Source: an optimization exercise on an open RTL-to-GDS flow (aim: small area). Production flows keep margins and buffers that such runs may drop.
Function was checked by simulation only, so behaviour that the tests miss may differ from the original.
No activity file was given, so power comes from the tool's default toggle rates.

== run 1 ==
==> flow/design.v (excerpt) <==
module decode_regfile
#(
    parameter int DATA_W = DEF_DATA_W,
    parameter int NREGS  = DEF_NREGS
) (
    input  logic              clock,
    input  logic              reset_n,
    input  logic [ADDR_W-1:0] rs_addr,
    input  logic [ADDR_W-1:0] rt_addr,
    input  logic              rs_used,
    input  logic              rt_used,
    input  logic              issue_valid,
    input  logic              issue_rwe,
    input  logic [ADDR_W-1:0] issue_d,
    output logic [DATA_W-1:0] rsval,
    output logic [DATA_W-1:0] rtval,
    output logic              stall,
    input  logic              wb_rwe,
    input  logic [ADDR_W-1:0] wb_d,
    input  logic [DATA_W-1:0] wb_rdval,
    output logic              sb_err
);
    logic [DATA_W-1:0] regs_q [NREGS];
    logic [NREGS-1:0]  valid_q;
    logic [NREGS-1:0]  wb_oh;      
    logic [NREGS-1:0]  rs_oh;      
    logic [NREGS-1:0]  rt_oh;
  ...
==> module rf_read_bit, before the edit <==
module rf_read_bit
#(
    parameter int NREGS = DEF_NREGS
) (
    input  logic [NREGS-1:0] sel_i,
    input  logic [NREGS-1:0] data_i,
    output logic             data_o
);
    localparam int NG3 = (NREGS - 2) / 3;
    localparam int NN  = (NG3 + 1 + 3) / 4;
    logic [NG3-1:0] g_n;
    logic [NN-1:0]  part;
    for (genvar g = 0; g < NG3; g++) begin : g_grp3
        rf_aoi222 u_aoi (.a1(sel_i[3*g]), .a2(data_i[3*g]), .b1(sel_i[3*g+1]), .b2(data_i[3*g+1]),
                         .c1(sel_i[3*g+2]), .c2(data_i[3*g+2]), .y(g_n[g]));
    end
    for (genvar n = 0; n < NN - 1; n++) begin : g_nand
        rf_nand #(.W(4)) u_nand (.a(g_n[4*n +: 4]), .y(part[n]));
    end
    rf_nand_aoi #(.W(NG3 - 4*(NN-1))) u_tail (
        .a  (g_n[NG3-1:4*(NN-1)]),
        .b1 (sel_i[NREGS-2]), .b2 (data_i[NREGS-2]),
        .c1 (sel_i[NREGS-1]), .c2 (data_i[NREGS-1]),
        .y  (part[NN-1])
    );
    rf_or #(.W(NN)) u_or (.a(part), .y(data_o));
endmodule
==> module rf_nand_aoi, before the edit <==
module rf_nand_aoi #(
    parameter int W = 2
) (
    input  logic [W-1:0] a,
    input  logic         b1, b2, c1, c2,
    output logic         y
);
    assign y = !(&a) || (b1 && b2) || (c1 && c2);
endmodule
==> module rf_nand, before the edit <==
module rf_nand #(
    parameter int W = 4
) (
    input  logic [W-1:0] a,
    output logic         y
);
    assign y = !(&a);
endmodule
==> module rf_or, before the edit <==
module rf_or #(
    parameter int W = 3
) (
    input  logic [W-1:0] a,
    output logic         y
);
    assign y = |a;
endmodule
Settings: LEC_CHECK=0, CAP_MARGIN=10, CORE_MARGIN=2, CORE_UTILIZATION=40, CTS_BUF_LIST=sky130_fd_sc_hd__clkbuf_4 sky130_fd_sc_hd__clkbuf_8, SLEW_MARGIN=10, SYNTH_HIERARCHICAL=1, SYNTH_MINIMUM_KEEP_SIZE=0; clock period 8.0 ns.
run.sh (not shown) runs the stock make flow with config.mk's settings and CLKGATE_MAP_FILE= SYNTH_SCRIPT=/design/flow/synth_recipe.tcl, a recipe that flattens the netlist after the stock synthesis.
Relative to run 1, the following input files were edited for run 2:
--- a/flow/design.v
+++ b/flow/design.v
@@ -168,54 +168,32 @@
     input  logic [NREGS-1:0] sel_i,
     input  logic [NREGS-1:0] data_i,
     output logic             data_o
 );
-    localparam int NG3 = (NREGS - 2) / 3;
-    localparam int NN  = (NG3 + 1 + 3) / 4;
-    logic [NG3-1:0] g_n;
-    logic [NN-1:0]  part;
+    localparam int NG3 = NREGS / 3;
+    localparam int NG2 = (NREGS % 3) / 2;
+    localparam int NG  = NG3 + NG2 + (NREGS % 3) % 2;
+    logic [NG-1:0] g_n;
     for (genvar g = 0; g < NG3; g++) begin : g_grp3
         rf_aoi222 u_aoi (.a1(sel_i[3*g]), .a2(data_i[3*g]), .b1(sel_i[3*g+1]), .b2(data_i[3*g+1]),
                          .c1(sel_i[3*g+2]), .c2(data_i[3*g+2]), .y(g_n[g]));
     end
-    for (genvar n = 0; n < NN - 1; n++) begin : g_nand
-        rf_nand #(.W(4)) u_nand (.a(g_n[4*n +: 4]), .y(part[n]));
+    if (NG2 == 1) begin : g_grp2
+        rf_aoi22 u_aoi (.a1(sel_i[3*NG3]), .a2(data_i[3*NG3]), .b1(sel_i[3*NG3+1]),
+                        .b2(data_i[3*NG3+1]), .y(g_n[NG3]));
+    end else if (NREGS % 3 == 1) begin : g_grp1
+        assign g_n[NG3] = !(sel_i[NREGS-1] && data_i[NREGS-1]);
     end
-    rf_nand_aoi #(.W(NG3 - 4*(NN-1))) u_tail (
-        .a  (g_n[NG3-1:4*(NN-1)]),
-        .b1 (sel_i[NREGS-2]), .b2 (data_i[NREGS-2]),
-        .c1 (sel_i[NREGS-1]), .c2 (data_i[NREGS-1]),
-        .y  (part[NN-1])
-    );
-    rf_or #(.W(NN)) u_or (.a(part), .y(data_o));
-endmodule
-module rf_nand_aoi #(
-    parameter int W = 2
-) (
-    input  logic [W-1:0] a,
-    input  logic         b1, b2, c1, c2,
-    output logic         y
-);
-    assign y = !(&a) || (b1 && b2) || (c1 && c2);
+    assign data_o = !(&g_n);
 endmodule
 module rf_aoi222 (
     input  logic a1, a2, b1, b2, c1, c2,
     output logic y
 );
     assign y = !((a1 && a2) || (b1 && b2) || (c1 && c2));
 endmodule
-module rf_nand #(
-    parameter int W = 4
-) (
-    input  logic [W-1:0] a,
-    output logic         y
+module rf_aoi22 (
+    input  logic a1, a2, b1, b2,
+    output logic y
 );
-    assign y = !(&a);
+    assign y = !((a1 && a2) || (b1 && b2));
 endmodule
-module rf_or #(
-    parameter int W = 3
-) (
-    input  logic [W-1:0] a,
-    output logic         y
-);
-    assign y = |a;
-endmodule
## What came out
Minimum period implied by the final worst setup slack: run 2 lower than run 1. Setup slack: run 2 more than run 1. Diff run 1 -> run 2: cell area roughly the same; post-CTS repair timing setup buffer count roughly the same; floorplan die area higher; detail-routed net length per standard cell higher; clock-cell share of area lower. Changes observed in run 2 relative to run 1: clock network fraction of total power saw a decrease, synthesized cell count saw little to no change. On instance area after placement: run 2 sits above run 1.

## what the ideal ports hide
The flow's constraints put no driver on any port. The routed layouts listed below were extracted and timed again, unchanged, in two steps.
Step 1 sets driving cells, clkbuf_16 on the clock port and buf_2 on the other inputs (assumed; they add their load-dependent delay and slew).
Step 2 times the ports against the registers' clock, not the clock port: input delays grow and output delays shrink by t, the midpoint of the rising clock arrivals with the driver on.
Slacks: ideal ports / drivers / drivers and shift; pairs: ideal ports / drivers.
| run | t, ns | setup WS [ns] | clock arrival spread, ns | worst slew at a driven data input, ns |
|---|---|---|---|---|
| run 1 | 0.941 | 0.439 / 0.408 / 0.408 | 0.062 / 0.062 | 0.17 |
| run 2 | 0.925 | 0.494 / 0.468 / 0.468 | 0.055 / 0.055 | 0.18 |
After both steps every run listed still meets setup and hold. The setup slack of run 1, which loses most, moves by -0.031 ns with the drivers and by -0.031 ns with both steps.
